From an optimization exercise on the open Yosys and OpenROAD flow, aimed at small area and a short achievable clock period; shortcuts taken in it are not production practice.
Only simulation tests tie the RTL to the original design; equivalence was not proved.

==> flow/config.mk <==
export PLATFORM = sky130hd
export DESIGN_NAME = mode_switch_pipe
export DESIGN_NICKNAME = mode_switch_pipe
export VERILOG_FILES = /design/flow/design.v
export SDC_FILE = /design/flow/constraint.sdc
export NUM_CORES = 4
export LEC_CHECK = 0
export CAP_MARGIN = 20
export CORE_MARGIN = 2
export CORE_UTILIZATION = 40
export SLEW_MARGIN = 20
==> flow/constraint.sdc <==
create_clock -name core_clock -period 25.0 [get_ports {clk}]
set_input_delay 5.0000 -clock core_clock [delete_from_list [all_inputs] [get_ports {clk}]]
set_output_delay 5.0000 -clock core_clock [all_outputs]
set_load 0.01 [all_outputs]
==> flow/design.v <==
module mode_switch_pipe #(
    parameter int WIDTH    = 12,
    parameter int LANES    = 4,
    parameter int Q        = 3329,
    parameter int MULT_LAT = 3
) (
    input  logic                   clk,
    input  logic                   rst_n,
    input  logic                   in_valid,
    output logic                   in_ready,
    input  logic [LANES*WIDTH-1:0] in_data,
    input  logic [LANES*WIDTH-1:0] in_tw,
    input  logic                   bf_valid,
    input  logic [LANES*WIDTH-1:0] bf_data,
    input  logic [LANES*WIDTH-1:0] bf_tw,
    output logic                   fwd_valid,
    output logic [LANES*WIDTH-1:0] fwd_data,
    output logic                   ret_valid,
    output logic [LANES*WIDTH-1:0] ret_data,
    input  logic                   mode_req,
    input  logic                   mode_in,
    output logic                   mode,
    output logic                   mode_ack
);
    localparam int DW = LANES * WIDTH;
    logic [2:0] fwd_vld;
    logic [2:0] ret_vld;
    logic       mode_r;
    logic       pending;
    logic       pending_mode;
    logic       ack_r;
    logic [DW-1:0]       mul_a0, mul_b0, byp0, byp1, fwd2, ret2, res;
    logic [LANES*24-1:0] prod, prod1;
    wire accept  = in_valid && !pending;
    wire drained = !(|fwd_vld) && !(|ret_vld) && !bf_valid;
    always_ff @(posedge clk or negedge rst_n) begin
        if (!rst_n) begin
            fwd_vld <= '0;
            ret_vld <= '0;
        end else begin
            fwd_vld <= {fwd_vld[1:0], accept};
            ret_vld <= {ret_vld[1:0], bf_valid};
        end
    end
    for (genvar i = 0; i < LANES; i++) begin : g_lane
        msp_mul12 u_mul (.a(mul_a0[i*WIDTH +: WIDTH]), .b(mul_b0[i*WIDTH +: WIDTH]), .p(prod[i*24 +: 24]));
        msp_red   u_red (.p(prod1[i*24 +: 24]), .r(res[i*WIDTH +: WIDTH]));
    end
    always_ff @(posedge clk) begin
        mul_a0 <= mode_r ? bf_data : in_data;
        mul_b0 <= mode_r ? bf_tw   : in_tw;
        byp0   <= mode_r ? in_data : bf_data;
        prod1  <= prod;
        byp1   <= byp0;
        fwd2   <= mode_r ? byp1 : res;
        ret2   <= mode_r ? res  : byp1;
    end
    always_ff @(posedge clk or negedge rst_n) begin
        if (!rst_n) begin
            mode_r       <= 1'b0;
            pending      <= 1'b0;
            pending_mode <= 1'b0;
            ack_r        <= 1'b0;
        end else begin
            ack_r <= 1'b0;
            if (mode_req) begin
                pending      <= 1'b1;
                pending_mode <= mode_in;
            end else if (pending && drained) begin
                mode_r  <= pending_mode;
                pending <= 1'b0;
                ack_r   <= 1'b1;
            end
        end
    end
    assign in_ready  = !pending;
    assign fwd_valid = fwd_vld[2];
    assign ret_valid = ret_vld[2];
    assign fwd_data  = fwd2;
    assign ret_data  = ret2;
    assign mode      = mode_r;
    assign mode_ack  = ack_r;
endmodule
module msp_mul12 (input logic [11:0] a, input logic [11:0] b, output logic [23:0] p);
    logic mc_1;
    logic mc_2;
    logic mc_3;
    logic mc_4;
    logic mc_5;
    logic mc_6;
    logic mc_7;
    logic mc_8;
    logic mc_9;
    logic mc_10;
    logic mc_11;
    logic mc_12;
    logic mc_13;
    logic mc_14;
    logic mc_15;
    logic mc_16;
    logic mc_17;
    logic mc_18;
    logic mc_19;
    logic mc_20;
    logic mc_21;
    logic mc_22;
    logic mc_23;
    logic mc_24;
    logic mc_25;
    logic mc_26;
    logic mc_27;
    logic mc_28;
    logic mc_29;
    logic mc_30;
    logic mc_31;
    logic mc_32;
    logic mc_33;
    logic mc_34;
    logic mc_35;
    logic mc_36;
    logic mc_37;
    logic mc_38;
    logic mc_39;
    logic mc_40;
    logic mc_41;
    logic mc_42;
    logic mc_43;
    logic mc_44;
    logic mc_45;
    logic mc_46;
    logic mc_47;
    logic mc_48;
    logic mc_49;
    logic mc_50;
    logic mc_51;
    logic mc_52;
    logic mc_53;
    logic mc_54;
    logic mc_55;
    logic mc_56;
    logic mc_57;
    logic mc_58;
    logic mc_59;
    logic mc_60;
    logic mc_61;
    logic mc_62;
    logic mc_63;
    logic mc_64;
    logic mc_65;
    logic mc_66;
    logic mc_67;
    logic mc_68;
    logic mc_69;
    logic mc_70;
    logic mc_71;
    logic mc_72;
    logic mc_73;
    logic mc_74;
    logic mc_75;
    logic mc_76;
    logic mc_77;
    logic mc_78;
    logic mc_79;
    logic mc_80;
    logic mc_81;
    logic mc_82;
    logic mc_83;
    logic mc_84;
    logic mc_85;
    logic mc_86;
    logic mc_87;
    logic mc_88;
    logic mc_89;
    logic mc_90;
    logic mc_91;
    logic mc_92;
    logic mc_93;
    logic mc_94;
    logic mc_95;
    logic mc_96;
    logic mc_97;
    logic mc_98;
    logic mc_99;
    logic mc_100;
    logic mc_101;
    logic mc_102;
    logic mc_103;
    logic mc_104;
    logic mc_105;
    logic mc_106;
    logic mc_107;
    logic mc_108;
    logic mc_109;
    logic mc_110;
    logic mc_111;
    logic mc_112;
    logic mc_113;
    logic mc_114;
    logic mc_115;
    logic mc_116;
    logic mc_117;
    logic mc_118;
    logic mc_119;
    logic mc_120;
    logic mc_121;
    logic mc_122;
    logic mc_123;
    logic mc_124;
    logic mc_125;
    logic mc_126;
    logic mc_127;
    logic mc_128;
    logic mc_129;
    logic mc_130;
    logic mc_131;
    logic mc_132;
    logic mc_133;
    logic mc_134;
    logic mc_135;
    logic mc_136;
    logic mc_137;
    logic mc_138;
    logic mc_139;
    logic mc_140;
    logic mc_141;
    logic mc_142;
    logic mc_143;
    logic mc_144;
    logic mc_145;
    logic mc_146;
    logic mc_147;
    logic mc_148;
    logic mc_149;
    logic mc_150;
    logic mc_151;
    logic mc_152;
    logic mc_153;
    logic mc_154;
    logic mc_155;
    logic mc_156;
    logic mc_157;
    logic mc_158;
    logic mc_159;
    logic mc_160;
    logic mc_161;
    logic mc_162;
    logic mc_163;
    logic mc_164;
    logic mc_165;
    logic mc_166;
    logic mc_167;
    logic mc_168;
    logic mc_169;
    logic mc_170;
    logic mc_171;
    logic mc_172;
    logic mc_173;
    logic mc_174;
    logic mc_175;
    logic mc_176;
    logic mc_177;
    logic mc_178;
    logic mc_179;
    logic mc_180;
    logic mc_181;
    logic mc_182;
    logic mc_183;
    logic mc_184;
    logic mc_185;
    logic mc_186;
    logic mc_187;
    logic mc_188;
    logic mc_189;
    logic mc_190;
    logic mc_191;
    logic mc_192;
    logic mc_193;
    logic mc_194;
    logic mc_195;
    logic mc_196;
    logic mc_197;
    logic mc_198;
    logic mc_199;
    logic mc_200;
    logic mc_201;
    logic mc_202;
    logic mc_203;
    logic mc_204;
    logic mc_205;
    logic mc_206;
    logic mc_207;
    logic mc_208;
    logic mc_209;
    logic mc_210;
    logic mc_211;
    logic mc_212;
    logic mc_213;
    logic mc_214;
    logic mc_215;
    logic mc_216;
    logic mc_217;
    logic mc_218;
    logic mc_219;
    logic mc_220;
    assign {mc_2, mc_1} = {(a[0] & b[9])} + {(a[1] & b[8])};
    assign {mc_4, mc_3} = {(a[0] & b[10])} + {(a[1] & b[9])} + {(a[2] & b[8])};
    assign {mc_6, mc_5} = {(a[3] & b[7])} + {(a[4] & b[6])};
    assign {mc_8, mc_7} = {(a[0] & b[11])} + {(a[1] & b[10])} + {(a[2] & b[9])};
    assign {mc_10, mc_9} = {(a[3] & b[8])} + {(a[4] & b[7])} + {(a[5] & b[6])};
    assign {mc_12, mc_11} = {(a[6] & b[5])} + {(a[7] & b[4])};
    assign {mc_14, mc_13} = {(a[1] & b[11])} + {(a[2] & b[10])} + {(a[3] & b[9])};
    assign {mc_16, mc_15} = {(a[4] & b[8])} + {(a[5] & b[7])} + {(a[6] & b[6])};
    assign {mc_18, mc_17} = {(a[7] & b[5])} + {(a[8] & b[4])};
    assign {mc_20, mc_19} = {(a[2] & b[11])} + {(a[3] & b[10])} + {(a[4] & b[9])};
    assign {mc_22, mc_21} = {(a[5] & b[8])} + {(a[6] & b[7])} + {(a[7] & b[6])};
    assign {mc_24, mc_23} = {(a[3] & b[11])} + {(a[4] & b[10])} + {(a[5] & b[9])};
    assign {mc_26, mc_25} = {(a[0] & b[6])} + {(a[1] & b[5])};
    assign {mc_28, mc_27} = {(a[0] & b[7])} + {(a[1] & b[6])} + {(a[2] & b[5])};
    assign {mc_30, mc_29} = {(a[3] & b[4])} + {(a[4] & b[3])};
    assign {mc_32, mc_31} = {(a[0] & b[8])} + {(a[1] & b[7])} + {(a[2] & b[6])};
    assign {mc_34, mc_33} = {(a[3] & b[5])} + {(a[4] & b[4])} + {(a[5] & b[3])};
    assign {mc_36, mc_35} = {(a[6] & b[2])} + {(a[7] & b[1])};
    assign {mc_38, mc_37} = {mc_1} + {(a[2] & b[7])} + {(a[3] & b[6])};
    assign {mc_40, mc_39} = {(a[4] & b[5])} + {(a[5] & b[4])} + {(a[6] & b[3])};
    assign {mc_42, mc_41} = {(a[7] & b[2])} + {(a[8] & b[1])} + {(a[9] & b[0])};
    assign {mc_44, mc_43} = {mc_2} + {mc_3} + {mc_5};
    assign {mc_46, mc_45} = {(a[5] & b[5])} + {(a[6] & b[4])} + {(a[7] & b[3])};
    assign {mc_48, mc_47} = {(a[8] & b[2])} + {(a[9] & b[1])} + {(a[10] & b[0])};
    assign {mc_50, mc_49} = {mc_4} + {mc_6} + {mc_7};
    assign {mc_52, mc_51} = {mc_9} + {mc_11} + {(a[8] & b[3])};
    assign {mc_54, mc_53} = {(a[9] & b[2])} + {(a[10] & b[1])} + {(a[11] & b[0])};
    assign {mc_56, mc_55} = {mc_8} + {mc_10} + {mc_12};
    assign {mc_58, mc_57} = {mc_13} + {mc_15} + {mc_17};
    assign {mc_60, mc_59} = {(a[9] & b[3])} + {(a[10] & b[2])} + {(a[11] & b[1])};
    assign {mc_62, mc_61} = {mc_14} + {mc_16} + {mc_18};
    assign {mc_64, mc_63} = {mc_19} + {mc_21} + {(a[8] & b[5])};
    assign {mc_66, mc_65} = {(a[9] & b[4])} + {(a[10] & b[3])} + {(a[11] & b[2])};
    assign {mc_68, mc_67} = {mc_20} + {mc_22} + {mc_23};
    assign {mc_70, mc_69} = {(a[6] & b[8])} + {(a[7] & b[7])} + {(a[8] & b[6])};
    assign {mc_72, mc_71} = {(a[9] & b[5])} + {(a[10] & b[4])} + {(a[11] & b[3])};
    assign {mc_74, mc_73} = {mc_24} + {(a[4] & b[11])} + {(a[5] & b[10])};
    assign {mc_76, mc_75} = {(a[6] & b[9])} + {(a[7] & b[8])} + {(a[8] & b[7])};
    assign {mc_78, mc_77} = {(a[9] & b[6])} + {(a[10] & b[5])} + {(a[11] & b[4])};
    assign {mc_80, mc_79} = {(a[5] & b[11])} + {(a[6] & b[10])} + {(a[7] & b[9])};
    assign {mc_82, mc_81} = {(a[8] & b[8])} + {(a[9] & b[7])} + {(a[10] & b[6])};
    assign {mc_84, mc_83} = {(a[6] & b[11])} + {(a[7] & b[10])} + {(a[8] & b[9])};
    assign {mc_86, mc_85} = {(a[0] & b[4])} + {(a[1] & b[3])};
    assign {mc_88, mc_87} = {(a[0] & b[5])} + {(a[1] & b[4])} + {(a[2] & b[3])};
    assign {mc_90, mc_89} = {(a[3] & b[2])} + {(a[4] & b[1])};
    assign {mc_92, mc_91} = {mc_25} + {(a[2] & b[4])} + {(a[3] & b[3])};
    assign {mc_94, mc_93} = {(a[4] & b[2])} + {(a[5] & b[1])} + {(a[6] & b[0])};
    assign {mc_96, mc_95} = {mc_26} + {mc_27} + {mc_29};
    assign {mc_98, mc_97} = {(a[5] & b[2])} + {(a[6] & b[1])} + {(a[7] & b[0])};
    assign {mc_100, mc_99} = {mc_28} + {mc_30} + {mc_31};
    assign {mc_102, mc_101} = {mc_33} + {mc_35} + {(a[8] & b[0])};
    assign {mc_104, mc_103} = {mc_32} + {mc_34} + {mc_36};
    assign {mc_106, mc_105} = {mc_37} + {mc_39} + {mc_41};
    assign {mc_108, mc_107} = {mc_38} + {mc_40} + {mc_42};
    assign {mc_110, mc_109} = {mc_43} + {mc_45} + {mc_47};
    assign {mc_112, mc_111} = {mc_44} + {mc_46} + {mc_48};
    assign {mc_114, mc_113} = {mc_49} + {mc_51} + {mc_53};
    assign {mc_116, mc_115} = {mc_50} + {mc_52} + {mc_54};
    assign {mc_118, mc_117} = {mc_55} + {mc_57} + {mc_59};
    assign {mc_120, mc_119} = {mc_56} + {mc_58} + {mc_60};
    assign {mc_122, mc_121} = {mc_61} + {mc_63} + {mc_65};
    assign {mc_124, mc_123} = {mc_62} + {mc_64} + {mc_66};
    assign {mc_126, mc_125} = {mc_67} + {mc_69} + {mc_71};
    assign {mc_128, mc_127} = {mc_68} + {mc_70} + {mc_72};
    assign {mc_130, mc_129} = {mc_73} + {mc_75} + {mc_77};
    assign {mc_132, mc_131} = {mc_74} + {mc_76} + {mc_78};
    assign {mc_134, mc_133} = {mc_79} + {mc_81} + {(a[11] & b[5])};
    assign {mc_136, mc_135} = {mc_80} + {mc_82} + {mc_83};
    assign {mc_138, mc_137} = {(a[9] & b[8])} + {(a[10] & b[7])} + {(a[11] & b[6])};
    assign {mc_140, mc_139} = {mc_84} + {(a[7] & b[11])} + {(a[8] & b[10])};
    assign {mc_142, mc_141} = {(a[9] & b[9])} + {(a[10] & b[8])} + {(a[11] & b[7])};
    assign {mc_144, mc_143} = {(a[8] & b[11])} + {(a[9] & b[10])} + {(a[10] & b[9])};
    assign {mc_146, mc_145} = {(a[0] & b[3])} + {(a[1] & b[2])};
    assign {mc_148, mc_147} = {mc_85} + {(a[2] & b[2])} + {(a[3] & b[1])};
    assign {mc_150, mc_149} = {mc_86} + {mc_87} + {mc_89};
    assign {mc_152, mc_151} = {mc_88} + {mc_90} + {mc_91};
    assign {mc_154, mc_153} = {mc_92} + {mc_94} + {mc_95};
    assign {mc_156, mc_155} = {mc_96} + {mc_98} + {mc_99};
    assign {mc_158, mc_157} = {mc_100} + {mc_102} + {mc_103};
    assign {mc_160, mc_159} = {mc_104} + {mc_106} + {mc_107};
    assign {mc_162, mc_161} = {mc_108} + {mc_110} + {mc_111};
    assign {mc_164, mc_163} = {mc_112} + {mc_114} + {mc_115};
    assign {mc_166, mc_165} = {mc_116} + {mc_118} + {mc_119};
    assign {mc_168, mc_167} = {mc_120} + {mc_122} + {mc_123};
    assign {mc_170, mc_169} = {mc_124} + {mc_126} + {mc_127};
    assign {mc_172, mc_171} = {mc_128} + {mc_130} + {mc_131};
    assign {mc_174, mc_173} = {mc_132} + {mc_134} + {mc_135};
    assign {mc_176, mc_175} = {mc_136} + {mc_138} + {mc_139};
    assign {mc_178, mc_177} = {mc_140} + {mc_142} + {mc_143};
    assign {mc_180, mc_179} = {mc_144} + {(a[9] & b[11])} + {(a[10] & b[10])};
    assign {mc_182, mc_181} = {(a[0] & b[2])} + {(a[1] & b[1])};
    assign {mc_184, mc_183} = {mc_145} + {(a[2] & b[1])} + {(a[3] & b[0])};
    assign {mc_186, mc_185} = {mc_146} + {mc_147} + {(a[4] & b[0])};
    assign {mc_188, mc_187} = {mc_148} + {mc_149} + {(a[5] & b[0])};
    assign {mc_190, mc_189} = {mc_150} + {mc_151} + {mc_93};
    assign {mc_192, mc_191} = {mc_152} + {mc_153} + {mc_97};
    assign {mc_194, mc_193} = {mc_154} + {mc_155} + {mc_101};
    assign {mc_196, mc_195} = {mc_156} + {mc_157} + {mc_105};
    assign {mc_198, mc_197} = {mc_158} + {mc_159} + {mc_109};
    assign {mc_200, mc_199} = {mc_160} + {mc_161} + {mc_113};
    assign {mc_202, mc_201} = {mc_162} + {mc_163} + {mc_117};
    assign {mc_204, mc_203} = {mc_164} + {mc_165} + {mc_121};
    assign {mc_206, mc_205} = {mc_166} + {mc_167} + {mc_125};
    assign {mc_208, mc_207} = {mc_168} + {mc_169} + {mc_129};
    assign {mc_210, mc_209} = {mc_170} + {mc_171} + {mc_133};
    assign {mc_212, mc_211} = {mc_172} + {mc_173} + {mc_137};
    assign {mc_214, mc_213} = {mc_174} + {mc_175} + {mc_141};
    assign {mc_216, mc_215} = {mc_176} + {mc_177} + {(a[11] & b[8])};
    assign {mc_218, mc_217} = {mc_178} + {mc_179} + {(a[11] & b[9])};
    assign {mc_220, mc_219} = {mc_180} + {(a[10] & b[11])} + {(a[11] & b[10])};
    assign p = {1'b0, mc_220, mc_218, mc_216, mc_214, mc_212, mc_210, mc_208, mc_206, mc_204, mc_202, mc_200, mc_198, mc_196, mc_194, mc_192, mc_190, mc_188, mc_186, mc_184, mc_182, mc_181, (a[0] & b[1]), (a[0] & b[0])} + {1'b0, (a[11] & b[11]), mc_219, mc_217, mc_215, mc_213, mc_211, mc_209, mc_207, mc_205, mc_203, mc_201, mc_199, mc_197, mc_195, mc_193, mc_191, mc_189, mc_187, mc_185, mc_183, (a[2] & b[0]), (a[1] & b[0]), 1'b0};
endmodule
module msp_red (input logic [23:0] p, output logic [11:0] r);
    logic rc_1;
    logic rc_2;
    logic rc_3;
    logic rc_4;
    logic rc_5;
    logic rc_6;
    logic rc_7;
    logic rc_8;
    logic rc_9;
    logic rc_10;
    logic rc_11;
    logic rc_12;
    logic rc_13;
    logic rc_14;
    logic rc_15;
    logic rc_16;
    logic rc_17;
    logic rc_18;
    logic rc_19;
    logic rc_20;
    logic rc_21;
    logic rc_22;
    logic rc_23;
    logic rc_24;
    logic rc_25;
    logic rc_26;
    logic rc_27;
    logic rc_28;
    logic rc_29;
    logic rc_30;
    logic rc_31;
    logic rc_32;
    logic rc_33;
    logic rc_34;
    logic rc_35;
    logic rc_36;
    logic rc_37;
    logic rc_38;
    logic rc_39;
    logic rc_40;
    logic rc_41;
    logic rc_42;
    logic rc_43;
    logic rc_44;
    logic rc_45;
    logic rc_46;
    logic rc_47;
    logic rc_48;
    logic rc_49;
    logic rc_50;
    logic rc_51;
    logic rc_52;
    logic rc_53;
    logic rc_54;
    logic rc_55;
    logic rc_56;
    logic rc_57;
    logic rc_58;
    logic rc_59;
    logic rc_60;
    logic rc_61;
    logic rc_62;
    logic rc_63;
    logic rc_64;
    logic rc_65;
    logic rc_66;
    logic rc_67;
    logic rc_68;
    logic rc_69;
    logic rc_70;
    logic rc_71;
    logic rc_72;
    logic rc_73;
    logic rc_74;
    assign {rc_2, rc_1} = {p[0]} + {~p[12]} + {~p[14]};
    assign {rc_4, rc_3} = {p[1]} + {~p[13]} + {~p[15]};
    assign {rc_6, rc_5} = {p[2]} + {~p[14]} + {~p[16]};
    assign {rc_8, rc_7} = {p[20]} + {p[22]};
    assign {rc_10, rc_9} = {p[3]} + {~p[15]} + {~p[17]};
    assign {rc_12, rc_11} = {p[21]} + {p[23]};
    assign {rc_14, rc_13} = {p[4]} + {~p[16]} + {~p[18]};
    assign {rc_16, rc_15} = {p[5]} + {~p[17]};
    assign {rc_18, rc_17} = {p[8]} + {~p[12]};
    assign {rc_20, rc_19} = {p[9]} + {~p[13]} + {~p[15]};
    assign {rc_22, rc_21} = {p[10]} + {p[12]} + {~p[16]};
    assign {rc_24, rc_23} = {p[11]} + {p[13]};
    assign {rc_26, rc_25} = {rc_1} + {p[18]};
    assign {rc_28, rc_27} = {rc_2} + {rc_3} + {p[19]};
    assign {rc_30, rc_29} = {rc_4} + {rc_5} + {rc_7};
    assign {rc_32, rc_31} = {rc_6} + {rc_8} + {rc_9};
    assign {rc_34, rc_33} = {rc_10} + {rc_12} + {rc_13};
    assign {rc_36, rc_35} = {rc_14} + {rc_15} + {~p[19]};
    assign {rc_38, rc_37} = {rc_16} + {p[6]} + {~p[18]};
    assign {rc_40, rc_39} = {p[7]} + {~p[19]};
    assign {rc_42, rc_41} = {rc_17} + {~p[14]} + {p[18]};
    assign {rc_44, rc_43} = {rc_18} + {rc_19} + {p[19]};
    assign {rc_46, rc_45} = {rc_20} + {rc_21} + {~p[18]};
    assign {rc_48, rc_47} = {rc_22} + {rc_23} + {~p[17]};
    assign {rc_50, rc_49} = {rc_25} + {p[20]};
    assign {rc_52, rc_51} = {rc_26} + {rc_27} + {p[21]};
    assign {rc_54, rc_53} = {rc_28} + {rc_29} + {1'b1};
    assign {rc_56, rc_55} = {rc_30} + {rc_31} + {rc_11};
    assign {rc_58, rc_57} = {rc_32} + {rc_33} + {p[22]};
    assign {rc_60, rc_59} = {rc_34} + {rc_35} + {p[23]};
    assign {rc_62, rc_61} = {rc_36} + {rc_37} + {~p[20]};
    assign {rc_64, rc_63} = {rc_38} + {rc_39} + {~p[21]};
    assign {rc_66, rc_65} = {rc_40} + {rc_41} + {~p[22]};
    assign {rc_68, rc_67} = {rc_42} + {rc_43} + {~p[23]};
    assign {rc_70, rc_69} = {rc_44} + {rc_45} + {1'b1};
    assign {rc_72, rc_71} = {rc_46} + {rc_47} + {~p[19]};
    assign {rc_74, rc_73} = {rc_48} + {rc_24};
    logic [13:0] s;
    logic [12:0] c0, r0;
    logic [13:0] c1, r1;
    assign s = {rc_74, rc_72, rc_70, rc_68, rc_66, rc_64, rc_62, rc_60, rc_58, rc_56, rc_54, rc_52, rc_50, rc_49} + {1'b0, rc_73, rc_71, rc_69, rc_67, rc_65, rc_63, rc_61, rc_59, rc_57, rc_55, rc_53, rc_51, 1'b1};
    always_comb begin
        case (s[13:11])
            3'd0: begin c0 = 13'd0; c1 = 14'd13055; end
            3'd1: begin c0 = 13'd0; c1 = 14'd13055; end
            3'd2: begin c0 = 13'd4863; c1 = 14'd9726; end
            3'd3: begin c0 = 13'd4863; c1 = 14'd9726; end
            3'd4: begin c0 = 13'd1534; c1 = 14'd6397; end
            3'd5: begin c0 = 13'd6397; c1 = 14'd3068; end
            3'd6: begin c0 = 13'd6397; c1 = 14'd3068; end
            3'd7: begin c0 = 13'd3068; c1 = 14'd16123; end
            default: begin c0 = 13'd0; c1 = 14'd0; end
        endcase
    end
    assign r0 = s[12:0] + c0;
    assign r1 = s + c1;
    assign r  = r1[13] ? r0[11:0] : r1[11:0];
endmodule
==> flow/run.sh <==
#!/bin/bash
# synth_recipe.tcl (not shown) runs the flow's synth.tcl, then flattens the netlist and writes it again
# the make line also repeats each setting of config.mk as NAME=value (left out here)
make -C /OpenROAD-flow-scripts/flow DESIGN_CONFIG=/design/flow/config.mk WORK_HOME=/design/flow/orfs CLKGATE_MAP_FILE= SYNTH_SCRIPT=/design/flow/synth_recipe.tcl finish
==> results by group, run 1 <==
Outcome
  – Status: complete, no violations

STA
  – Count of pins over their slew limit: 0
  – Tmin final: about 8000 ps
  – Period utilisation layout: 32.1%
  – Setup TNS: 0 ps
  – Rel. slew slack: just under 40%
  – Measured slew at the worst slew-check pin: a little over 900 ps
  – FMAX: 124 MHz
  – Setup Skew: 23.0 ps
  – Hold Vio Cnt, Final: 0
  – Final setup violation count: 0
  – RSZ-0062 raised after global routing: no

Logic synthesis
  – Top FF cell, synth: dfxtp_1
  – Flops & latches, synth: a little under 400
  – Post-synth EDFFs: 0
  – Netlist area before placement: around 38000 sq um
  – Share of the synthesized area in the top cell type: 27.3%
  – Seq/Total Area, Yosys: 21.0%
  – Cell count after synthesis: 3979
  – Synth top area cells: fa_1, dfxtp_1, ha_1, and2_1, inv_1
  – Area leader, netlist: fa_1
  – Post-Syn Area per Cell: 9.51 sq um
  – Async SR Flop Fraction: around 2.5%
  – Synth warnings: 2
  – Syn_nets: 4997
  – Number of distinct library cells after synthesis: 80

Worst setup path
  – Most used cell, CP: fa_1
  – Worst path top cell family by delay: compound AO/OA/AOI/OAI gates
  – Crit-path max FO: 11
  – CP Launch Type: flop
  – Delay of the slowest critical-path stage: 590 ps
  – Worst setup EP type: flop
  – CP required: 25540 ps
  – Crit path buf inv count: 2
  – Crit path DAT: between 8000 and 9000 ps
  – CP max stage cell: xnor2_1
  – Setup Crit Path Kind: flop to flop

Clock tree
  – Max H-tree Level: 2
  – Clk buf depth: 3
  – Clock Latency Late Sink: 610 ps
  – Num CTS Buffers: 47
  – Post-cts sizing count: 0
  – TritonCTS clock tree: done
  – Clock tree sinks: 394
  – Clk slew on worst S/H paths: ~60 ps
  – CTS Hold Bufs: 0
  – Clk root buf: clkbuf_16
  – Setup bufs post-CTS: 0

Run
  – Max_cap viols: 0

Global route
  – GRT Util Overall: 19.4%
  – Largest net degree at the start of global routing: between 150 and 200
  – Global-route wire length before repair: 151000 um
  – GR Layer Usage met1: between 20% and 30%
  – Number of global-route vias before repair: 28100
  – GR peak layer: met2
  – GR Overflow Total: 0
  – Antenna violations before repair: 4
  – Met2 global-route usage: between 30% and 40%
  – GR Util met3: 2.93%

Final layout
  – Fillers: 9041
  – Final core area utilization: 46.6%
  – Most frequent cells in the layout: inv_1, fa_1, and2_1
  – Fraction of layout cells with a size suffix above 1: 6.65%
  – Most common cell after layout, fill and taps aside: inv_1
  – Nets: 5207
  – P&R area growth vs syn: 15.0%

Routing
  – Via count: 26300
  – DRT iter0 DRCs: approximately 1100
  – Via-to-Cell Ratio: between 4 and 5
  – Post-route DRC: 0
  – DRT Pass-1 Iters: 5
  – WL/cell: around 17 um
  – Routed WL: 91300 um
  – DRT antenna net count: 0

Placed design
  – Routability cong.: between 0.8 and 0.9
  – Number of port buffers: 298
  – Hpwl dp: between 70000 and 80000 um

Die
  – Total core area: 93500 sq um
  – Die area: between 90000 and 100000 sq um
  – FP Rows: 112
  – Die X: 312 um
  – Die H: 312 um
  – Initial Util: 40.5%
  – IO Pins: around 300

Hold path
  – HP Class: flop to flop
-- path summary, 6_finish.rpt --
check                          start         end  slack, ps  cells past startpoint
min in group asynchronous      rst_n  ret_vld[0]       4680                      1
min                         byp0[45]    byp1[45]        310                      0
max in group asynchronous      rst_n      mode_r      19990                      1
min reg2reg                 byp0[45]    byp1[45]        310                      0
max reg2reg                prod1[87]    fwd2[44]      16960                     29
max                        prod1[87]    fwd2[44]      16960                     29
-- state kept, by name, summed over array words and instances (netlist names) --
register,flops
ack_r,1
byp0,48
byp1,48
fwd2,48
fwd_vld,3
mode_r,1
mul_a0,48
mul_b0,48
pending,1
pending_mode,1
prod1,96
ret2,48
ret_vld,3
-- synthesized netlist by cell type, types with 10 or more instances --
| cell | instances |
|---|---|
| o21ai_0 | 66 |
| dfxtp_1 | 384 |
| mux2_2 | 171 |
| a211oi_1 | 14 |
| nand2_1 | 167 |
| a21oi_1 | 191 |
| nor2_1 | 167 |
| xor2_1 | 53 |
| nand3_1 | 32 |
| fa_1 | 516 |
| inv_1 | 742 |
| ha_1 | 304 |
| o21ai_1 | 10 |
| a21o_1 | 64 |
| and3_1 | 15 |
| dfrtp_1 | 10 |
| nor3_1 | 38 |
| clkbuf_1 | 135 |
| nor2b_1 | 26 |
| o21a_1 | 27 |
| o21bai_1 | 29 |
| and2_1 | 505 |
| mux2i_1 | 33 |
| nand2b_1 | 14 |
| xnor2_1 | 113 |
| a31oi_1 | 11 |
-- cells by family after synthesis --
logic type	share of synthesized area, %
flip-flops	21.0
XOR/XNOR	3.96
AND/OR/NAND/NOR	14.4
AO/OA/AOI/OAI	8.50
adder cells (fa/ha/maj)	37.4
buffers and inverters	8.82
multiplexers	5.96
-- metrics by stage --
step | hold WS [ps] | cells | worst slack [ps] | cell area [sq um]
final | 305 | 5479 | 16960 | 43500
after CTS | 297 | 5477 | 16790 | 43500
after detailed placement | 312 | 5394 | 16840 | 41900
after global placement | 310 | 5394 | 17100 | 41900
after global routing | 309 | 5477 | 16270 | 43500
after floorplan | 310 | 3979 | 17930 | 37800
-- layout make-up --
class | instances | area (sq um) | area share (%)
multi-input cells | 2701 | 26600 | 61.1
flip-flops and latches | 394 | 7940 | 18.3
repair buffers | 301 | 3020 | 6.94
inverters | 744 | 2800 | 6.43
well taps | 1254 | 1570 | 3.61
clock buffers | 53 | 1250 | 2.87
clock inverters | 30 | 364 | 0.837
diodes | 2 | 5.00 | 0.0115
-- layer usage --
layer | wire length, um | up-vias
met1 | 44300 | 12800
li1 | - | 12900
met3 | 4080 | 98
met4 | 1870 | 0
met2 | 41100 | 521
met5 | 0 | -
==> run 2: changes to the inputs <==
--- a/flow/design.v
+++ b/flow/design.v
@@ -526,24 +526,35 @@
     assign {rc_70, rc_69} = {rc_44} + {rc_45} + {1'b1};
     assign {rc_72, rc_71} = {rc_46} + {rc_47} + {~p[19]};
     assign {rc_74, rc_73} = {rc_48} + {rc_24};
-    logic [13:0] s;
+    logic [13:0] ra, rb;
+    logic [3:0]  t;
     logic [12:0] c0, r0;
     logic [13:0] c1, r1;
-    assign s = {rc_74, rc_72, rc_70, rc_68, rc_66, rc_64, rc_62, rc_60, rc_58, rc_56, rc_54, rc_52, rc_50, rc_49} + {1'b0, rc_73, rc_71, rc_69, rc_67, rc_65, rc_63, rc_61, rc_59, rc_57, rc_55, rc_53, rc_51, 1'b1};
+    assign ra = {rc_74, rc_72, rc_70, rc_68, rc_66, rc_64, rc_62, rc_60, rc_58, rc_56, rc_54, rc_52, rc_50, rc_49};
+    assign rb = {1'b0, rc_73, rc_71, rc_69, rc_67, rc_65, rc_63, rc_61, rc_59, rc_57, rc_55, rc_53, rc_51, 1'b1};
+    assign t  = ra[13:10] + rb[13:10];
     always_comb begin
-        case (s[13:11])
-            3'd0: begin c0 = 13'd0; c1 = 14'd13055; end
-            3'd1: begin c0 = 13'd0; c1 = 14'd13055; end
-            3'd2: begin c0 = 13'd4863; c1 = 14'd9726; end
-            3'd3: begin c0 = 13'd4863; c1 = 14'd9726; end
-            3'd4: begin c0 = 13'd1534; c1 = 14'd6397; end
-            3'd5: begin c0 = 13'd6397; c1 = 14'd3068; end
-            3'd6: begin c0 = 13'd6397; c1 = 14'd3068; end
-            3'd7: begin c0 = 13'd3068; c1 = 14'd16123; end
+        case (t)
+            4'd0: begin c0 = 13'd0; c1 = 14'd13055; end
+            4'd1: begin c0 = 13'd0; c1 = 14'd13055; end
+            4'd2: begin c0 = 13'd0; c1 = 14'd13055; end
+            4'd3: begin c0 = 13'd0; c1 = 14'd13055; end
+            4'd4: begin c0 = 13'd0; c1 = 14'd13055; end
+            4'd5: begin c0 = 13'd4863; c1 = 14'd9726; end
+            4'd6: begin c0 = 13'd4863; c1 = 14'd9726; end
+            4'd7: begin c0 = 13'd4863; c1 = 14'd9726; end
+            4'd8: begin c0 = 13'd1534; c1 = 14'd6397; end
+            4'd9: begin c0 = 13'd1534; c1 = 14'd6397; end
+            4'd10: begin c0 = 13'd1534; c1 = 14'd6397; end
+            4'd11: begin c0 = 13'd1534; c1 = 14'd6397; end
+            4'd12: begin c0 = 13'd6397; c1 = 14'd3068; end
+            4'd13: begin c0 = 13'd6397; c1 = 14'd3068; end
+            4'd14: begin c0 = 13'd6397; c1 = 14'd3068; end
+            4'd15: begin c0 = 13'd6397; c1 = 14'd3068; end
             default: begin c0 = 13'd0; c1 = 14'd0; end
         endcase
     end
-    assign r0 = s[12:0] + c0;
-    assign r1 = s + c1;
+    assign r0 = ra[12:0] + rb[12:0] + c0;
+    assign r1 = ra + rb + c1;
     assign r  = r1[13] ? r0[11:0] : r1[11:0];
 endmodule
--- a/flow/config.mk
+++ b/flow/config.mk
@@ -7,5 +7,6 @@
 export LEC_CHECK = 0
 export CAP_MARGIN = 20
 export CORE_MARGIN = 2
-export CORE_UTILIZATION = 40
+export CORE_UTILIZATION = 65
+export CTS_BUF_LIST = sky130_fd_sc_hd__clkbuf_4
 export SLEW_MARGIN = 20
==> run 2 against run 1 <==
Count of clock-buffer cells in the layout is 91 higher. Flip-flop and latch count stayed put. Largest cell class unchanged. Still clean. Critical path depth is 6 lower. Sequential share of layout area is 0.12 points lower. Setup slack better by 910 ps. Fmax is 13% higher. Hold slack better by 9.6 ps.
==> results by group, run 2 <==
Run
  – Max_cap viols: 0 (unchanged)

Routing
  – Post-route DRC: 0 (unchanged)
  – DRT iter0 DRCs: 1367 (+24%)
  – Routed WL: 87000 um (-4.7%)
  – DRT antenna net count: 0 (unchanged)
  – Via-to-Cell Ratio: 5.24 (+9.0%)
  – WL/cell: 16.9 um (+1.3%)
  – Via count: 27000 (+2.6%)
  – DRT Pass-1 Iters: 5 (unchanged)

Clock tree
  – TritonCTS clock tree: done
  – Setup bufs post-CTS: 0 (unchanged)
  – Clk slew on worst S/H paths: 80 ps (+20 ps)
  – Clk root buf: clkbuf_4
  – Clk buf depth: 3 (unchanged)
  – Post-cts sizing count: 0 (unchanged)
  – Max H-tree Level: 3 (+1)
  – Num CTS Buffers: 103 (+120%)
  – Clock tree sinks: 394 (unchanged)
  – CTS Hold Bufs: 0 (unchanged)
  – Clock Latency Late Sink: 890 ps (+280 ps)

Worst setup path
  – Most used cell, CP: fa_1
  – Setup Crit Path Kind: flop to flop
  – Crit path DAT: 7890 ps (-690 ps)
  – Crit-path max FO: 12 (+1)
  – Worst path top cell family by delay: adder cells
  – Delay of the slowest critical-path stage: 860 ps (+270 ps)
  – CP Launch Type: flop
  – Worst setup EP type: flop
  – Cell chain of the critical path: inv_1 -> fa_1 -> fa_1 -> fa_1 -> inv_1 -> ha_1 -> a21o_1 -> a21oi_1 -> xnor2_1 -> nor2_1 -> a21oi_1 -> ha_1 -> inv_1 -> ha_1 -> fa_1 -> a21oi_1 -> o21bai_1 -> a21oi_2 -> o21ai_1 -> o41ai_4 -> xnor2_2 -> mux2i_1 -> mux2_2
  – CP required: 25760 ps (+220 ps)
  – CP max stage cell: nor2_1
  – Crit path buf inv count: 3 (+1)

STA
  – Count of pins over their slew limit: 0 (unchanged)
  – Measured slew at the worst slew-check pin: 1060 ps (+154 ps)
  – Setup TNS: 0 ps (unchanged)
  – Hold Vio Cnt, Final: 0 (unchanged)
  – Tmin final: 7120 ps (-914 ps)
  – FMAX: 140 MHz (+13%)
  – Rel. slew slack: 28.9% (-11 points)
  – Hold WS: 315 ps (+9.59 ps)
  – Final setup violation count: 0 (unchanged)
  – Setup Skew: 81.0 ps (+58.0 ps)
  – Period utilisation layout: 28.5% (-3.7 points)
  – RSZ-0062 raised after global routing: no

Logic synthesis
  – Flops & latches, synth: 394 (unchanged)
  – Synth warnings: 2 (unchanged)
  – Cell count after synthesis: 4022 (+1.1%)
  – Async SR Flop Fraction: 2.54% (unchanged)
  – Share of the synthesized area in the top cell type: 28.9% (+1.6 points)
  – Top FF cell, synth: dfxtp_1
  – Post-Syn Area per Cell: 9.69 sq um (+1.9%)
  – Synth top cells by count: inv_1, fa_1, and2_1
  – Most frequent cell after synthesis: inv_1
  – Seq/Total Area, Yosys: 20.4% (-0.61 points)
  – Syn_nets: 5107 (+2.2%)
  – Number of distinct library cells after synthesis: 67 (-16%)
  – Area leader, netlist: fa_1
  – Post-synth EDFFs: 0 (unchanged)
  – Netlist area before placement: 39000 sq um (+3.0%)
  – Synth top area cells: fa_1, dfxtp_1, ha_1, inv_1, and2_1

Final layout
  – Max FFs per register: 96 (unchanged)
  – Nets: 5382 (+3.4%)
  – Most flops, register: prod1
  – P&R area growth vs syn: 12.4%
  – Most frequent cells in the layout: inv_1, fa_1, and2_1
  – Fillers: 4518 (-50%)
  – Most common cell after layout, fill and taps aside: inv_1
  – Fraction of layout cells with a size suffix above 1: 8.58% (+1.9 points)

Hold path
  – HP Class: flop to flop

Global route
  – Largest net degree at the start of global routing: 76 (-57%)
  – Number of global-route vias before repair: 28800 (+2.5%)
  – Antenna violations before repair: 4 (unchanged)
  – Global-route wire length before repair: 146000 um (-2.7%)
  – GRT Util Overall: 29.5% (+10 points)
  – GR Overflow Total: 0 (unchanged)

Placed design
  – Number of port buffers: 298 (unchanged)
  – Hpwl dp: 71200 um (-3.3%)
  – Routability cong.: 0.896 (+4.7%)

Die
  – FP Rows: 89 (-21%)
  – Total core area: 59100 sq um (-37%)
  – Initial Util: 65.9% (+25 points)
  – Die H: 249 um (-20%)
  – IO Pins: 299 (unchanged)
  – Die area: 61900 sq um (-36%)
  – Die X: 249 um (-20%)

Outcome
  – Status: complete, no violations
==> run 2: final timing paths <==
| path | from | endpoint | slack, ps | cells past startpoint |
|---|---|---|---|---|
| worst max-delay path | prod1[36] | fwd2[20] | 17880 | 23 |
| worst min-delay path | byp0[36] | byp1[36] | 310 | 0 |
| max in group asynchronous | rst_n | mode_r | 19850 | 1 |
| worst max register to register | prod1[36] | fwd2[20] | 17880 | 23 |
| worst min register to register | byp0[36] | byp1[36] | 310 | 0 |
| min in group asynchronous | rst_n | mode_r | 4590 | 1 |
==> run 2: cells by family after synthesis <==
family | share of synthesized area, %
flops | 20.4
xor+xnor | 4.37
mux | 7.13
compound gates | 6.49
buf+inv | 10.0
fa+ha+maj | 39.3
simple gates | 12.3
==> run 2: final cells by class <==
cell class,instances,area (sq um),area share [%]
multi-input combinational,2596,27100,61.9
sequential,394,7940,18.1
timing repair buffer,303,3020,6.89
clock buffer,144,1080,2.47
inverter,899,3370,7.70
tap,773,967,2.21
clock inverter,46,287,0.654
antenna,2,5.00,0.0114
==> run 2: metrics by stage <==
step           utilization [%]  setup WS (ps)  cells  cell area, sq um
3_3_place_gp              71.8          18070   4965             42400
6_report                  74.1          17880   5157             43800
4_1_cts                   74.1          17880   5155             43800
5_1_grt                   74.1          17250   5157             43800
3_5_place_dp              71.8          17880   4965             42400
2_1_floorplan                -          18960   4022             39000
==> run 2: per-layer routing <==
metal	vias to the layer above	wire length, um	track usage (%)
met4	0	1610	7.81
met2	609	42200	50.6
met1	13300	38800	39.2
met3	116	4380	4.62
met5	-	0	0
li1	13000	-	-
==> run 2: worst register-to-register path: stages, from the launching register on <==
cell	delay (ps)
dfxtp_1	340
inv_1	90
fa_1	420
fa_1	490
fa_1	620
inv_1	90
ha_1	270
a21o_1	170
a21oi_1	260
xnor2_1	310
nor2_1	860
a21oi_1	220
ha_1	270
inv_1	50
ha_1	180
fa_1	210
a21oi_1	70
o21bai_1	260
a21oi_2	90
o21ai_1	310
o41ai_4	110
xnor2_2	760
mux2i_1	240
mux2_2	310
==> run 3: changes to the inputs <==
--- a/flow/config.mk
+++ b/flow/config.mk
@@ -7,6 +7,5 @@
 export LEC_CHECK = 0
 export CAP_MARGIN = 20
 export CORE_MARGIN = 2
-export CORE_UTILIZATION = 65
-export CTS_BUF_LIST = sky130_fd_sc_hd__clkbuf_4
+export CORE_UTILIZATION = 40
 export SLEW_MARGIN = 20
==> run 3 against run 2 <==
Flip-flop and latch count unchanged. Critical path depth unchanged. Hold slack improved by 6.1 ps. Global-route usage decreased by 11 points. Area after synthesis unchanged. Fmax decreased by 1.0%. Critical path type unchanged. Still clean. Die area increased by 61%. Critical endpoint is now ret2[24]. Final area increased by 1.8%. Non-clock buffer count decreased by 1. Wire length increased by 5.1%.
==> results by group, run 3 <==
Worst setup path
  – CP required: 25490 ps (-270 ps)
  – Cells on worst reg2reg path: 23 (unchanged)
  – Crit path buf inv count: 3 (unchanged)
  – Setup Crit Path Kind: flop to flop
  – Levels on crit path: 23 (unchanged)
  – Setup crit end: ret2[24]
  – Delay of the slowest critical-path stage: 810 ps (-50 ps)
  – Worst setup EP type: flop
  – Worst path top cell family by delay: adder cells
  – R2R setup slack: 17800 ps (-70 ps)
  – CP max stage cell: xnor2_2
  – Most used cell, CP: fa_1
  – Crit-path max FO: 12 (unchanged)
  – Reg2reg start: prod1[60]
  – CP Launch Type: flop
  – Crit path DAT: 7690 ps (-200 ps)
  – Critical Path Source: prod1[60]
  – Crit Reg-Reg Endpoint: ret2[24]
  – Cell chain of the critical path: inv_1 -> fa_1 -> fa_1 -> fa_1 -> inv_1 -> ha_1 -> a21o_1 -> a21oi_1 -> xnor2_1 -> nor2_2 -> a21oi_1 -> ha_1 -> inv_1 -> ha_1 -> fa_1 -> a21o_1 -> a21oi_2 -> o21ai_1 -> a221oi_2 -> a21oi_1 -> xnor2_2 -> mux2i_1 -> mux2_2

Clock tree
  – Clk root buf: clkbuf_16
  – Clock tree sinks: 394 (unchanged)
  – TritonCTS clock tree: done
  – CTS Hold Bufs: 0 (unchanged)
  – Clock Latency Late Sink: 620 ps (-270 ps)
  – Post-cts sizing count: 0 (unchanged)
  – Num CTS Buffers: 47 (-54%)
  – Clk buf depth: 3 (unchanged)
  – Clk slew on worst S/H paths: 60 ps (-20 ps)
  – Setup bufs post-CTS: 0 (unchanged)
  – Max H-tree Level: 2 (-1)

STA
  – Setup Skew: 18.1 ps (-62.9 ps)
  – FMAX: 139 MHz (-1.0%)
  – Period utilisation layout: 28.8% (+0.29 points)
  – Tmin final: 7200 ps (+72.4 ps)
  – Rel. slew slack: 30.6% (+1.6 points)
  – Final setup violation count: 0 (unchanged)
  – Count of pins over their slew limit: 0 (unchanged)
  – Hold WS: 321 ps (+6.08 ps)
  – Hold Vio Cnt, Final: 0 (unchanged)
  – Setup TNS: 0 ps (unchanged)
  – Measured slew at the worst slew-check pin: 1040 ps (-24.2 ps)
  – RSZ-0062 raised after global routing: no

Global route
  – Largest net degree at the start of global routing: 72 (-5.3%)
  – Antenna violations before repair: 1 (-3)
  – Global-route wire length before repair: 150000 um (+2.8%)
  – GRT Util Overall: 19.0% (-11 points)
  – Number of global-route vias before repair: 28500 (-0.99%)
  – GR Overflow Total: 0 (unchanged)

Routing
  – WL/cell: 16.5 um (-2.4%)
  – DRT iter0 DRCs: 1015 (-26%)
  – Routed WL: 91500 um (+5.1%)
  – Via-to-Cell Ratio: 4.73 (-9.7%)
  – DRT antenna net count: 0 (unchanged)
  – Post-route DRC: 0 (unchanged)
  – Via count: 26300 (-2.7%)
  – DRT Pass-1 Iters: 4 (-1)

Logic synthesis
  – Synth top area cells: fa_1, dfxtp_1, ha_1, inv_1, and2_1
  – Post-synth EDFFs: 0 (unchanged)
  – Flops & latches, synth: 394 (unchanged)
  – Synth warnings: 2 (unchanged)
  – Async SR Flop Fraction: 2.54% (unchanged)
  – Post-Syn Area per Cell: 9.69 sq um (unchanged)
  – Cell count after synthesis: 4022 (unchanged)
  – Synth top cells by count: inv_1, fa_1, and2_1
  – Seq/Total Area, Yosys: 20.4% (unchanged)
  – Number of distinct library cells after synthesis: 67 (unchanged)
  – Syn_nets: 5107 (unchanged)
  – Netlist area before placement: 39000 sq um (unchanged)
  – Share of the synthesized area in the top cell type: 28.9% (unchanged)
  – Most frequent cell after synthesis: inv_1
  – Top FF cell, synth: dfxtp_1
  – Area leader, netlist: fa_1

Placed design
  – Number of port buffers: 298 (unchanged)
  – Routability cong.: 0.869 (-3.0%)
  – Placed cell count: 5467 (+10%)
  – Area post-placement: 43100 sq um (+1.5%)
  – Hpwl dp: 75200 um (+5.7%)

Final layout
  – Max FFs per register: 96 (unchanged)
  – Most flops, register: prod1
  – P&R area growth vs syn: 14.5%
  – Most frequent cells in the layout: inv_1, fa_1, and2_1
  – Most common cell after layout, fill and taps aside: inv_1
  – Multi-input gate area: 27100 sq um (about the same)
  – Fillers: 9285 (+110%)
  – Nets: 5325 (-1.1%)
  – Fraction of layout cells with a size suffix above 1: 6.83% (-1.8 points)
  – Final core area utilization: 46.2% (-28 points)
  – Sequential cell area: 7940 sq um (unchanged)
  – Final non-filler cell total: 5554 (+7.7%)
  – Cell area after layout: 44600 sq um (+1.8%)

Die
  – Die area: 99900 sq um (+61%)
  – Initial Util: 40.4% (-26 points)
  – FP Rows: 114 (+28%)
  – Total core area: 96600 sq um (+63%)
  – IO Pins: 299 (unchanged)
  – Die X: 316 um (+27%)
  – Die H: 316 um (+27%)

Run
  – Max_cap viols: 0 (unchanged)

Hold path
  – Worst Hold Path Cells: 0 (unchanged)
  – HP Class: flop to flop

Outcome
  – Status: complete, no violations
==> run 3: logic make-up after synthesis <==
family / synth area share [%]
fa+ha+maj: 39.3
compound gates: 6.49
xor+xnor: 4.37
buf+inv: 10.0
flops: 20.4
mux: 7.13
simple gates: 12.3
==> run 3: routing by layer <==
| layer | wire length [um] | GRT usage [%] | up-vias |
|---|---|---|---|
| met2 | 42100 | 31.6 | 443 |
| met3 | 4790 | 3.71 | 89 |
| met4 | 1370 | 3.46 | 0 |
| met1 | 43200 | 26.0 | 12900 |
| li1 | - | - | 12800 |
| met5 | 0 | 0 | - |
==> run 3: area by class of cell <==
cell class	count	share of cell area (%)
well taps	1276	3.58
clock buffers	62	2.99
diodes	1	0.00561
multi-input cells	2596	60.8
inverters	899	7.56
clock inverters	24	0.494
repair buffers	302	6.75
flip-flops and latches	394	17.8
==> run 3: metrics by stage <==
stage	setup WS (ps)
4_1_cts	17660
3_5_place_dp	17700
6_report	17800
5_1_grt	17180
2_1_floorplan	18960
3_3_place_gp	17910
==> run 3: how the worst min path moves through the flow <==
stage              from  endpoint  slack, ps
2_1_floorplan   byp0[0]   byp1[0]        310
3_3_place_gp   byp0[42]  byp1[42]        310
3_5_place_dp   byp0[18]  byp1[18]        310
4_1_cts         byp0[4]   byp1[4]        330
5_1_grt        byp0[42]  byp1[42]        330
6_report       byp0[43]  byp1[43]        320
==> run 4: changes to the inputs <==
==> flow/flow/run.sh (new file) <==
#!/bin/bash
# Standard ORFS layout (the standard.sh, standard synthesis), with small port buffers.
set -euo pipefail
export BUFFER_PORTS_ARGS="-buffer_cell sky130_fd_sc_hd__buf_1"
bash standard.sh > flow_standard.log 2>&1
==> flow/standard.sh (new file) <==
#!/bin/bash
# synth_recipe.tcl (not shown) runs the flow's synth.tcl, then flattens the netlist and writes it again
# the make line also repeats each setting of config.mk as NAME=value (left out here)
make -C /OpenROAD-flow-scripts/flow DESIGN_CONFIG=/design/flow/config.mk WORK_HOME=/design/flow/orfs CLKGATE_MAP_FILE= SYNTH_SCRIPT=/design/flow/synth_recipe.tcl "${@:-finish}"
--- a/flow/config.mk
+++ b/flow/config.mk
@@ -7,5 +7,6 @@
 export LEC_CHECK = 0
 export CAP_MARGIN = 20
 export CORE_MARGIN = 2
-export CORE_UTILIZATION = 40
+export CORE_UTILIZATION = 65
+export CTS_BUF_LIST = sky130_fd_sc_hd__clkbuf_4
 export SLEW_MARGIN = 20
removed: flow/run.sh
==> run 4 against run 3 <==
Synthesized cell count did not move. Setup slack worse by 5.6 ps. Cell count fell by 7.4%. Non-clock buffer count fell by 2. Sequential share of layout area up 1.2 points. Die area fell by 38%. Fmax about the same. Count of clock-buffer cells in the layout increased by 77. Clock skew increased by 68 ps. Flip-flop and latch count is the same. Via count is 2.0% higher.
==> results by group, run 4 <==
Routing
  – DRT iter0 DRCs: 1275 (+26%)
  – DRT Pass-1 Iters: 5 (+1)
  – DRT antenna net count: 0 (unchanged)
  – WL/cell: 16.6 um (+0.88%)
  – Post-route DRC: 0 (unchanged)
  – Routed WL: 85400 um (-6.6%)
  – Via count: 26800 (+2.0%)
  – Via-to-Cell Ratio: 5.21 (+10%)

Logic synthesis
  – Top FF cell, synth: dfxtp_1
  – Cell count after synthesis: 4022 (unchanged)
  – Syn_nets: 5107 (unchanged)
  – Netlist area before placement: 39000 sq um (unchanged)
  – Seq/Total Area, Yosys: 20.4% (unchanged)
  – Post-Syn Area per Cell: 9.69 sq um (unchanged)
  – Most frequent cell after synthesis: inv_1
  – Async SR Flop Fraction: 2.54% (unchanged)
  – Synth top cells by count: inv_1, fa_1, and2_1
  – Share of the synthesized area in the top cell type: 28.9% (unchanged)
  – Area leader, netlist: fa_1
  – Post-synth EDFFs: 0 (unchanged)
  – Synth top area cells: fa_1, dfxtp_1, ha_1, inv_1, and2_1
  – Synth warnings: 2 (unchanged)
  – Flops & latches, synth: 394 (unchanged)
  – Number of distinct library cells after synthesis: 67 (unchanged)

Die
  – Die X: 249 um (-21%)
  – IO Pins: 299 (unchanged)
  – FP Rows: 89 (-22%)
  – Initial Util: 65.9% (+26 points)
  – Total core area: 59100 sq um (-39%)
  – Die area: 61900 sq um (-38%)
  – Die H: 249 um (-21%)

Hold path
  – HP Start: byp0[8]
  – HP Class: flop to flop

Final layout
  – Fraction of layout cells with a size suffix above 1: 8.38% (+1.6 points)
  – Most frequent cells in the layout: inv_1, fa_1, and2_1
  – P&R area growth vs syn: 7.41%
  – Nets: 5375 (+0.94%)
  – Max FFs per register: 96 (unchanged)
  – Fillers: 4774 (-49%)
  – Most common cell after layout, fill and taps aside: inv_1
  – Most flops, register: prod1

Global route
  – GR Overflow Total: 0 (unchanged)
  – Antenna violations before repair: 3 (+2)
  – Number of global-route vias before repair: 28500 (+0.035%)
  – Largest net degree at the start of global routing: 166 (+130%)
  – GRT Util Overall: 28.9% (+9.9 points)
  – Global-route wire length before repair: 143000 um (-5.0%)

STA
  – PnR worst setup slack: 17800 ps (-5.60 ps)
  – RSZ-0062 raised after global routing: no
  – Rel. slew slack: 29.0% (-1.5 points)
  – Count of pins over their slew limit: 0 (unchanged)
  – Setup Skew: 86.5 ps (+68.4 ps)
  – Setup TNS: 0 ps (unchanged)
  – FMAX: 139 MHz (about the same)
  – Period utilisation layout: 28.8% (about the same)
  – Tmin final: 7200 ps (+5.60 ps)
  – Final setup violation count: 0 (unchanged)
  – Hold Vio Cnt, Final: 0 (unchanged)
  – Hold WS: 314 ps (-6.81 ps)
  – Measured slew at the worst slew-check pin: 1060 ps (+22.6 ps)

Worst setup path
  – Critical Path Source: prod1[40]
  – Worst setup EP type: flop
  – Crit-path max FO: 12 (unchanged)
  – CP Launch Type: flop
  – Reg2reg start: prod1[40]
  – Setup Crit Path Kind: flop to flop
  – Crit path DAT: 7890 ps (+200 ps)
  – CP required: 25680 ps (+190 ps)

Clock tree
  – Clk buf depth: 3 (unchanged)
  – Max H-tree Level: 3 (+1)
  – Clock Latency Late Sink: 870 ps (+250 ps)
  – Setup bufs post-CTS: 0 (unchanged)
  – CTS Hold Bufs: 0 (unchanged)
  – Clk slew on worst S/H paths: 80 ps (+20 ps)
  – Num CTS Buffers: 99 (+110%)
  – TritonCTS clock tree: done
  – Clk root buf: clkbuf_4
  – Clock tree sinks: 394 (unchanged)
  – Post-cts sizing count: 0 (unchanged)

Run
  – Max_cap viols: 0 (unchanged)

Placed design
  – Hpwl dp: 70000 um (-6.9%)
  – Worst slack at placement: 17910 ps (+212 ps)
  – Routability cong.: 0.887 (+2.1%)
  – Number of port buffers: 298 (unchanged)

Outcome
  – Status: complete, no violations
==> run 4: cells by family (layout without fill, tap and decap cells) <==
kind of cell / Yosys count / after routing / synth area share, %
adders and majority gates: 887 / 887 / 39.3
DFF: 394 / 394 / 20.4
other: 0 / 1 / 0
and+or+nand+nor: 877 / 877 / 12.3
buffers and inverters: 1032 / 1377 / 10.0
muxes: 256 / 256 / 7.13
xor gates and xnor gates: 191 / 191 / 4.37
AOI/OAI and AO/OA: 385 / 385 / 6.49
==> run 4: per-layer routing <==
layer | global-route usage [%] | routed length (um)
met4 | 8.59 | 2020
met5 | 0 | 17
met3 | 5.01 | 4450
met1 | 38.4 | 38100
met2 | 48.7 | 40900
==> run 4: stage by stage <==
step                      std cells  util, %  area (sq um)
after floorplan                4022        -         39000
after CTS                      5140     70.8         41900
after global placement         4962     68.6         40600
final                          5141     70.8         41900
after global routing           5141     70.8         41900
after detailed placement       4962     68.6         40600
==> run 4: final timing paths <==
check	endpoint	slack (ps)	depth (start not counted)
setup / recovery	ret2[20]	17800	22
setup reg to reg	ret2[20]	17800	22
hold reg to reg	byp1[8]	310	0
min in group asynchronous	ret_vld[1]	4070	1
max in group asynchronous	mode_r	20540	1
hold / removal	byp1[8]	310	0
==> run 4: final cells by class <==
cell class              count  area [sq um]  area share (%)
inverters                 899          3370            8.06
clock inverters            39           254           0.607
clock buffers             139          1040            2.49
diodes                      1          2.50         0.00598
multi-input cells        2596         27100            64.8
well taps                 773           967            2.31
flip-flops and latches    394          7940            19.0
repair buffers            300          1150            2.74
==> run 4: worst max-delay path, stage by stage, from the launching register on <==
cell      delay, ps
dfxtp_1         420
fa_1            460
fa_1            400
fa_1            650
inv_1           100
ha_1            270
a21o_1          170
a21oi_1         260
xnor2_1         300
nor2_1          890
a21oi_1         220
ha_1            280
inv_1            60
ha_1            170
fa_1            210
a21oi_1          70
o21bai_1        250
a21oi_2          90
o21ai_1         300
o41ai_4         110
xnor2_2         750
mux2i_1         240
mux2_2          310
==> run 5: changes to the inputs <==
==> flow/flow/run.sh (replaced) <==
#!/bin/bash
# Standard ORFS layout (the standard.sh, standard synthesis), with small port buffers.
set -euo pipefail
export BUFFER_PORTS_ARGS="-buffer_cell sky130_fd_sc_hd__buf_1"
# optimise setup timing well beyond the 25 ns clock (target about 6.5 ns)
export SETUP_SLACK_MARGIN=18.5
bash standard.sh > flow_standard.log 2>&1
==> run 5 against run 4 <==
Still clean. Final area up 1.3%. Setup slack better by 620 ps. Sequential share of layout area down 0.17 points. Count of clock-buffer cells in the layout unchanged. Clock skew down 4.2 ps. Critical path type is now flop to primary output.
==> results by group, run 5 <==
Global route
  – GRT Util Overall: 29.2% (+0.25 points)
  – Global-route wire length before repair: 144000 um (+0.78%)
  – Antenna violations before repair: 4 (+1)
  – Number of global-route vias before repair: 28600 (+0.42%)
  – Largest net degree at the start of global routing: 166 (unchanged)
  – GR Overflow Total: 0 (unchanged)

Final layout
  – Most common cell after layout, fill and taps aside: inv_1
  – P&R area growth vs syn: 8.81%
  – Nets: 5387 (+0.22%)
  – Fillers: 4688 (-1.8%)
  – Most flops, register: prod1
  – Max FFs per register: 96 (unchanged)
  – Fraction of layout cells with a size suffix above 1: 10.4% (+2.0 points)
  – Final core area utilization: 71.7% (+0.92 points)
  – Most frequent cells in the layout: inv_1, fa_1, and2_1

Logic synthesis
  – Area leader, netlist: fa_1
  – Synth warnings: 2 (unchanged)
  – Post-synth EDFFs: 0 (unchanged)
  – Post-Syn Area per Cell: 9.69 sq um (unchanged)
  – Cell count after synthesis: 4022 (unchanged)
  – Top FF cell, synth: dfxtp_1
  – Number of distinct library cells after synthesis: 67 (unchanged)
  – Async SR Flop Fraction: 2.54% (unchanged)
  – Share of the synthesized area in the top cell type: 28.9% (unchanged)
  – Netlist area before placement: 39000 sq um (unchanged)
  – Synth top cells by count: inv_1, fa_1, and2_1
  – Synth top area cells: fa_1, dfxtp_1, ha_1, inv_1, and2_1
  – Most frequent cell after synthesis: inv_1
  – Seq/Total Area, Yosys: 20.4% (unchanged)
  – Flops & latches, synth: 394 (unchanged)
  – Syn_nets: 5107 (unchanged)

Placed design
  – Routability cong.: 0.887 (unchanged)
  – Worst slack at placement: 17910 ps (unchanged)
  – Hpwl dp: 70000 um (unchanged)
  – Number of port buffers: 298 (unchanged)

Clock tree
  – CTS Hold Bufs: 0 (unchanged)
  – Clk buf depth: 3 (unchanged)
  – Clock tree sinks: 394 (unchanged)
  – Num CTS Buffers: 99 (unchanged)
  – Clock Latency Late Sink: 860 ps (about the same)
  – TritonCTS clock tree: done
  – Clk slew on worst S/H paths: 70 ps (about the same)
  – Clk root buf: clkbuf_4
  – Max H-tree Level: 3 (unchanged)

STA
  – Setup Skew: 82.3 ps (-4.21 ps)
  – FMAX: 152 MHz (+9.5%)
  – Final setup violation count: 0 (unchanged)
  – Rel. slew slack: 31.7% (+2.7 points)
  – Measured slew at the worst slew-check pin: 1020 ps (-34.6 ps)
  – Count of pins over their slew limit: 0 (unchanged)
  – RSZ-0062 raised after global routing: yes
  – Hold Vio Cnt, Final: 0 (unchanged)
  – Setup TNS: 0 ps (unchanged)
  – Tmin final: 6580 ps (-624 ps)
  – Period utilisation layout: 26.3% (-2.5 points)
  – PnR worst setup slack: 18420 ps (+624 ps)

Routing
  – DRT Pass-1 Iters: 7 (+2)
  – DRT antenna net count: 0 (unchanged)
  – Routed WL: 86600 um (+1.4%)
  – DRT iter0 DRCs: 1204 (-5.6%)
  – Via-to-Cell Ratio: 5.25 (+0.72%)
  – WL/cell: 16.8 um (+1.2%)
  – Post-route DRC: 0 (unchanged)
  – Via count: 27100 (+0.96%)

Die
  – FP Rows: 89 (unchanged)
  – Die H: 249 um (unchanged)
  – Total core area: 59100 sq um (unchanged)
  – Die area: 61900 sq um (unchanged)
  – IO Pins: 299 (unchanged)
  – Die X: 249 um (unchanged)
  – Initial Util: 65.9% (unchanged)

Worst setup path
  – CP required: 20000 ps (-5680 ps)
  – Crit-path max FO: 2 (-10)
  – CP max stage cell: dfrtp_4
  – Worst setup EP type: primary output
  – Crit path buf inv count: 1 (-1)
  – Delay of the slowest critical-path stage: 550 ps (-340 ps)
  – Cell chain of the critical path: buf_6
  – Worst path top cell family by delay: flip-flops
  – Crit path DAT: 1580 ps (-6310 ps)
  – Setup Crit Path Kind: flop to primary output
  – CP Launch Type: flop

Hold path
  – HP Class: flop to flop

Run
  – Max_cap viols: 0 (unchanged)

Outcome
  – Status: complete, no violations
## run 5: changes by cell type in the layout (fill, tap and decap cells not counted), sizes merged
cell	change
clkbuf	+1
buf	+11
## run 5: area by class of cell
| cell class | count | area [sq um] | share of cell area [%] |
|---|---|---|---|
| sequential | 394 | 7970 | 18.8 |
| clock inverter | 39 | 254 | 0.599 |
| tap | 773 | 967 | 2.28 |
| clock buffer | 139 | 1040 | 2.46 |
| multi-input combinational | 2596 | 27400 | 64.6 |
| inverter | 899 | 3370 | 7.96 |
| timing repair buffer | 312 | 1390 | 3.29 |
| antenna | 1 | 2.50 | 0.00590 |
## run 5: worst paths after layout
kind,depth (start not counted),startpoint,slack (ps),end
setup / recovery,1,mode_r,18420,mode
hold / removal,0,byp0[8],310,byp1[8]
setup reg to reg,28,prod1[84],18820,ret2[47]
hold reg to reg,0,byp0[8],310,byp1[8]
max in group asynchronous,1,rst_n,20510,fwd_vld[2]
min in group asynchronous,1,rst_n,4080,ret_vld[1]
## run 5: metrics by stage
stage	cells	instance area, sq um	hold WS (ps)
floorplan	4022	39000	310
global placement	4962	40600	310
detailed placement	4962	40600	312
CTS	5147	42100	320
global route	5153	42400	325
finish	5153	42400	315
## run 5: layer usage
layer	track usage (%)	share of wire, %	vias to the layer above	wire length (um)
li1	-	-	13000	-
met1	38.7	44	13300	38400
met2	48.6	48	648	41300
met3	5.06	5.2	142	4480
met4	9.61	2.8	4	2450
met5	0	0.018	-	16
## run 5: what timing repair did
action / 4_1_cts / 5_1_grt
endpoints found under the setup margin: 117 / 100
setup buffers: 7 / 4
gates cloned: 0 / 1
resized for setup: 73 / 36
pin swaps: 1 / 5
## run 5: cells by family after synthesis
group	after synthesis	synth area share, %
buf+inv	1032	10.0
fa+ha+maj	887	39.3
xor+xnor	191	4.37
flops	394	20.4
simple gates	877	12.3
mux	256	7.13
compound gates	385	6.49

## separate check: timing with driven ports
No port has a modelled driver above. Below, the same layouts with a new extraction and two added sets of constraints. Step 1 (the two cells are an assumption about what drives the block):
set clk [get_ports {clk}]
set_driving_cell -lib_cell sky130_fd_sc_hd__clkbuf_16 $clk
set_driving_cell -lib_cell sky130_fd_sc_hd__buf_2 [delete_from_list [all_inputs] $clk]
Step 2 times the ports against the registers' clock, not the clock port: input delays grow and output delays shrink by t, the midpoint of the rising clock arrivals with the driver on. Slacks: ideal ports / drivers / drivers and shift; pairs: ideal ports / drivers.
run	shift t [ns]	slack for setup (ns)	hold WS [ns]	worst setup path at the end	latest minus earliest clock arrival (ns)
run 1	0.671	16.963 / 16.963 / 16.963	0.305 / 0.305 / 0.305	register to register	0.029 / 0.028
run 2	0.912	17.876 / 17.876 / 17.876	0.315 / 0.315 / 0.315	register to register	0.084 / 0.084
run 3	0.674	17.804 / 17.743 / 17.804	0.321 / 0.321 / 0.321	register to register	0.024 / 0.024
run 4	0.892	17.798 / 17.798 / 17.798	0.314 / 0.314 / 0.314	register to register	0.097 / 0.097
run 5	0.887	18.423 / 18.361 / 18.820	0.315 / 0.315 / 0.315	register to register	0.092 / 0.092
After both steps every run listed still meets setup and hold.
